Source: an optimization exercise on an open RTL-to-GDS flow (aim: small area). Production flows keep margins and buffers that such runs may drop. Where RTL was checked, it was by simulation tests only, not by an equivalence proof against the original.

Design muldiv_unit, start of the top module:
module muldiv_unit #(
    parameter int unsigned MUL_CYCLES = 2,
    parameter int unsigned DIV_ITERS  = 32
) (
    input  logic        clk,
    input  logic        rst,
    input  logic        start,
    input  logic [1:0]  op,
    input  logic        flush,
    input  logic [31:0] srca,
    input  logic [31:0] srcb,
    output logic        stall,
    output logic        busy,
    output logic        done,
    output logic [31:0] hi,
    output logic [31:0] lo
);
Size: roughly 2000 cells after synthesis, about 97 flip-flops, roughly 140 I/O pins, ~16000 sq um of cells after synthesis.
clock: 10.5 ns
lec_check: 0
cap_margin: 20
core_margin: 2
core_utilization: 50
slew_margin: 20
standard.sh (not shown) runs the stock make flow with config.mk's settings and CLKGATE_MAP_FILE= SYNTH_SCRIPT=/design/flow/synth_recipe.tcl, a recipe that flattens the netlist after the stock synthesis.
==> flow/flow/run.sh <==
#!/bin/bash
# Standard synthesis and layout (standard.sh), with faster port buffers than the
# resizer's default pick, so the input-to-output paths of the last multiply pass
# need less timing repair.
set -euo pipefail
export BUFFER_PORTS_ARGS="-buffer_cell sky130_fd_sc_hd__buf_2"
bash standard.sh synth > synth.log 2>&1
bash standard.sh finish > layout.log 2>&1
==> next run, changes <==
--- a/flow/design.v
+++ b/flow/design.v
@@ -896,15 +896,15 @@
     logic        qneg;
     logic [31:0] lor;
     assign qneg = is_signed & (srca[31] ^ srcb[31]) & ~bzero;
     always_comb begin
         lor[0] = 1'b0;
         for (int i = 1; i < 32; i++) lor[i] = lor[i-1] | l_q[i-1];
     end
-    assign q_out = l_q ^ ({32{qneg}} & lor);
+    assign q_out = l_q ^ ({32{qneg & is_div}} & lor);
     logic done_c;
     assign done_c = act_q & (is_div ? (cnt_q == 6'd34) : (cnt_q == 6'd2));
     always_ff @(posedge clk) begin
         if (rst) begin
             act_q <= 1'b0;
         end else begin
             act_q <= start & ~flush & ~done_c;
@@ -926,16 +926,16 @@
                 l_q <= t[31:0];
             end else begin
                 h_q <= {t[32:0], div_end ? 1'b0 : l_q[30]};
                 l_q <= {l_q[30:0], ~t[33]};
             end
         end else begin
             h_q <= t[45:12];
-            l_q <= {t[11:0], l_q[31:12]};
+            l_q <= {t[19:12], t[11:0], l_q[23:12]};
         end
     end
     assign done  = done_c;
     assign busy  = act_q & ~done_c;
     assign stall = start & ~done_c;
     assign hi    = is_div ? r_out : t[39:8];
-    assign lo    = is_div ? q_out : {t[7:0], l_q[31:8]};
+    assign lo    = {is_div ? q_out[31:24] : t[7:0], q_out[23:0]};
 endmodule
Result: Routed wire length went up by 1.9%. Non-clock buffer count went up by 28. Count of clock-buffer cells in the layout went up by 1. Core utilization went up by 0.62 points. Worst setup slack gets better by 0.010 ns. First-iteration DRC count went up by 8.7%. Cell area went up by 3.4%.
For the second run of this note, only the layout was checked, not whether the RTL still works.

--- another note on this design; it stands on its own ---

== exp/pepper ==
## muldiv_unit
module muldiv_unit #(
    parameter int unsigned MUL_CYCLES = 2,
    parameter int unsigned DIV_ITERS  = 32
) (
    input  logic        clk,
    input  logic        rst,
    input  logic        start,
    input  logic [1:0]  op,
    input  logic        flush,
    input  logic [31:0] srca,
    input  logic [31:0] srcb,
    output logic        stall,
    output logic        busy,
    output logic        done,
    output logic [31:0] hi,
    output logic [31:0] lo
);
For scale: about 2000 cells after synthesis, about 97 flip-flops, ~140 I/O pins, ~16000 um^2 of cells after synthesis.
clock: 10.5 ns
lec_check: 0
cap_margin: 20
core_margin: 2
core_utilization: 65
cts_buf_list: sky130_fd_sc_hd__clkbuf_8
slew_margin: 20
standard.sh (not shown) runs the stock make flow with config.mk's settings and CLKGATE_MAP_FILE= SYNTH_SCRIPT=/design/flow/synth_recipe.tcl, a recipe that flattens the netlist after the stock synthesis.
==> flow/flow/run.sh <==
#!/bin/bash
# Standard synthesis (standard.sh synth), then the standard layout with:
#  - faster port buffers (buf_2) than the resizer's default pick,
#  - power recovery (downsizing of gates off the critical paths) after global routing,
#  - the weakest buffers (buf_1, clkbuf_1) kept out of the layout steps, so that power
#    recovery cannot shrink a high-fanout buffer into a slew violation.
set -euo pipefail
bash standard.sh synth > synth.log 2>&1
export BUFFER_PORTS_ARGS="-buffer_cell sky130_fd_sc_hd__buf_2"
export RECOVER_POWER=100
export DONT_USE_CELLS="sky130_fd_sc_hd__buf_1 sky130_fd_sc_hd__clkbuf_1"
bash standard.sh finish > layout.log 2>&1
exp/pepper: complete, dirty (capacitance limit, slew limit)
## Diff of input files: exp/amber against exp/pepper
- CORE_UTILIZATION: 65 -> 50
==> flow/flow/run.sh <==
#!/bin/bash
# Standard synthesis and layout (standard.sh), with faster port buffers than the
# resizer's default pick, and power recovery (downsizing of gates off the critical
# paths) after global routing.
set -euo pipefail
export BUFFER_PORTS_ARGS="-buffer_cell sky130_fd_sc_hd__buf_1"
export RECOVER_POWER=100
bash standard.sh synth > synth.log 2>&1
bash standard.sh finish > layout.log 2>&1
Notes after the runs:
Although exp/amber finished all stages, its layout failed final checks on capacitance limit, slew limit. Reported for exp/amber and exp/pepper, number of buffers on the longest clock path turned out identical to the last digit. Setup slack: exp/amber less than exp/pepper. Per the comparison of exp/amber with exp/pepper, clock net sink count was more or less identical, area of all placed cells without fillers went up by about 1%.
#### Input delta (exp/cedar over exp/amber)
--- a/flow/flow/run.sh
+++ b/flow/flow/run.sh
@@ -5,3 +5,3 @@
 set -euo pipefail
-export BUFFER_PORTS_ARGS="-buffer_cell sky130_fd_sc_hd__buf_1"
+export BUFFER_PORTS_ARGS="-buffer_cell sky130_fd_sc_hd__buf_2"
 export RECOVER_POWER=100
## What came out
exp/cedar went all the way through synthesis, placement and routing and the layout is clean on timing, DRC and antenna.
Per the comparison of exp/cedar with exp/amber, wire length fell by 1500 um.
diff inputs: exp/cedar => exp/delta
- CORE_UTILIZATION changed from 50 to 35
### Flow results
Of exp/cedar and exp/delta, only exp/cedar finishes the flow clean. What the final checks of exp/delta revealed, after a flow that finished every stage, was a layout that fails on capacitance limit, slew limit. Between exp/cedar and exp/delta, amount of wire on met2 after detailed routing is lower for exp/cedar, exp/delta comes in above that. exp/delta vs. exp/cedar: total routed wirelength picked up an extra about 6.5%; final cycle utilization of the critical path was more or less identical. Worst-case hold slack: exp/cedar vs exp/delta — no meaningful difference. Data arrival time at the worst-slack endpoint delta (exp/delta -> exp/cedar): insignificant. Run comparison: exp/cedar uppermost signal routing layer after detailed routing met4; exp/delta uppermost signal routing layer after detailed routing met5. Between exp/cedar and exp/delta, the flow reports number of well taps increasing by more than a quarter. Relative to exp/cedar, met2 layer usage reported by global route has decreased by 13 points in exp/delta.

separate check: timing with driven ports:
How much do the figures lean on ideal ports? The routed layouts below were timed once more, with nothing changed but the port constraints.
Step 1, drivers: a clkbuf_16 drives clk and a buf_2 each remaining input, both assumed.
Step 2 moves the port delays by t, midway between the first and last clock arrival at a register: inputs arrive t later, outputs are due t later. That takes back most of the time a late clock gives input paths.
Three values: ideal ports, drivers, drivers and shift; two values: the first two.
run | t, ns | slack for setup (ns) | worst hold slack (ns) | worst slew at a driven data input, ns
the first run of note 1 | 0.394 | 0.287 / 0.268 / 0.268 | 0.449 / 0.449 / 0.449 | 0.05
the second run of note 1 | 0.399 | 0.297 / 0.277 / 0.277 | 0.453 / 0.453 / 0.453 | 0.04
exp/pepper | 0.411 | 0.304 / 0.277 / 0.277 | 0.464 / 0.464 / 0.464 | 0.05
exp/amber | 0.415 | 0.293 / 0.270 / 0.270 | 0.459 / 0.459 / 0.459 | 0.06
exp/cedar | 0.421 | 0.291 / 0.273 / 0.273 | 0.455 / 0.455 / 0.455 | 0.06
exp/delta | 0.412 | 0.294 / 0.269 / 0.269 | 0.453 / 0.453 / 0.453 | 0.07
The setup slack of exp/pepper, which loses most, moves by -0.027 ns with the drivers and by -0.027 ns with both steps.
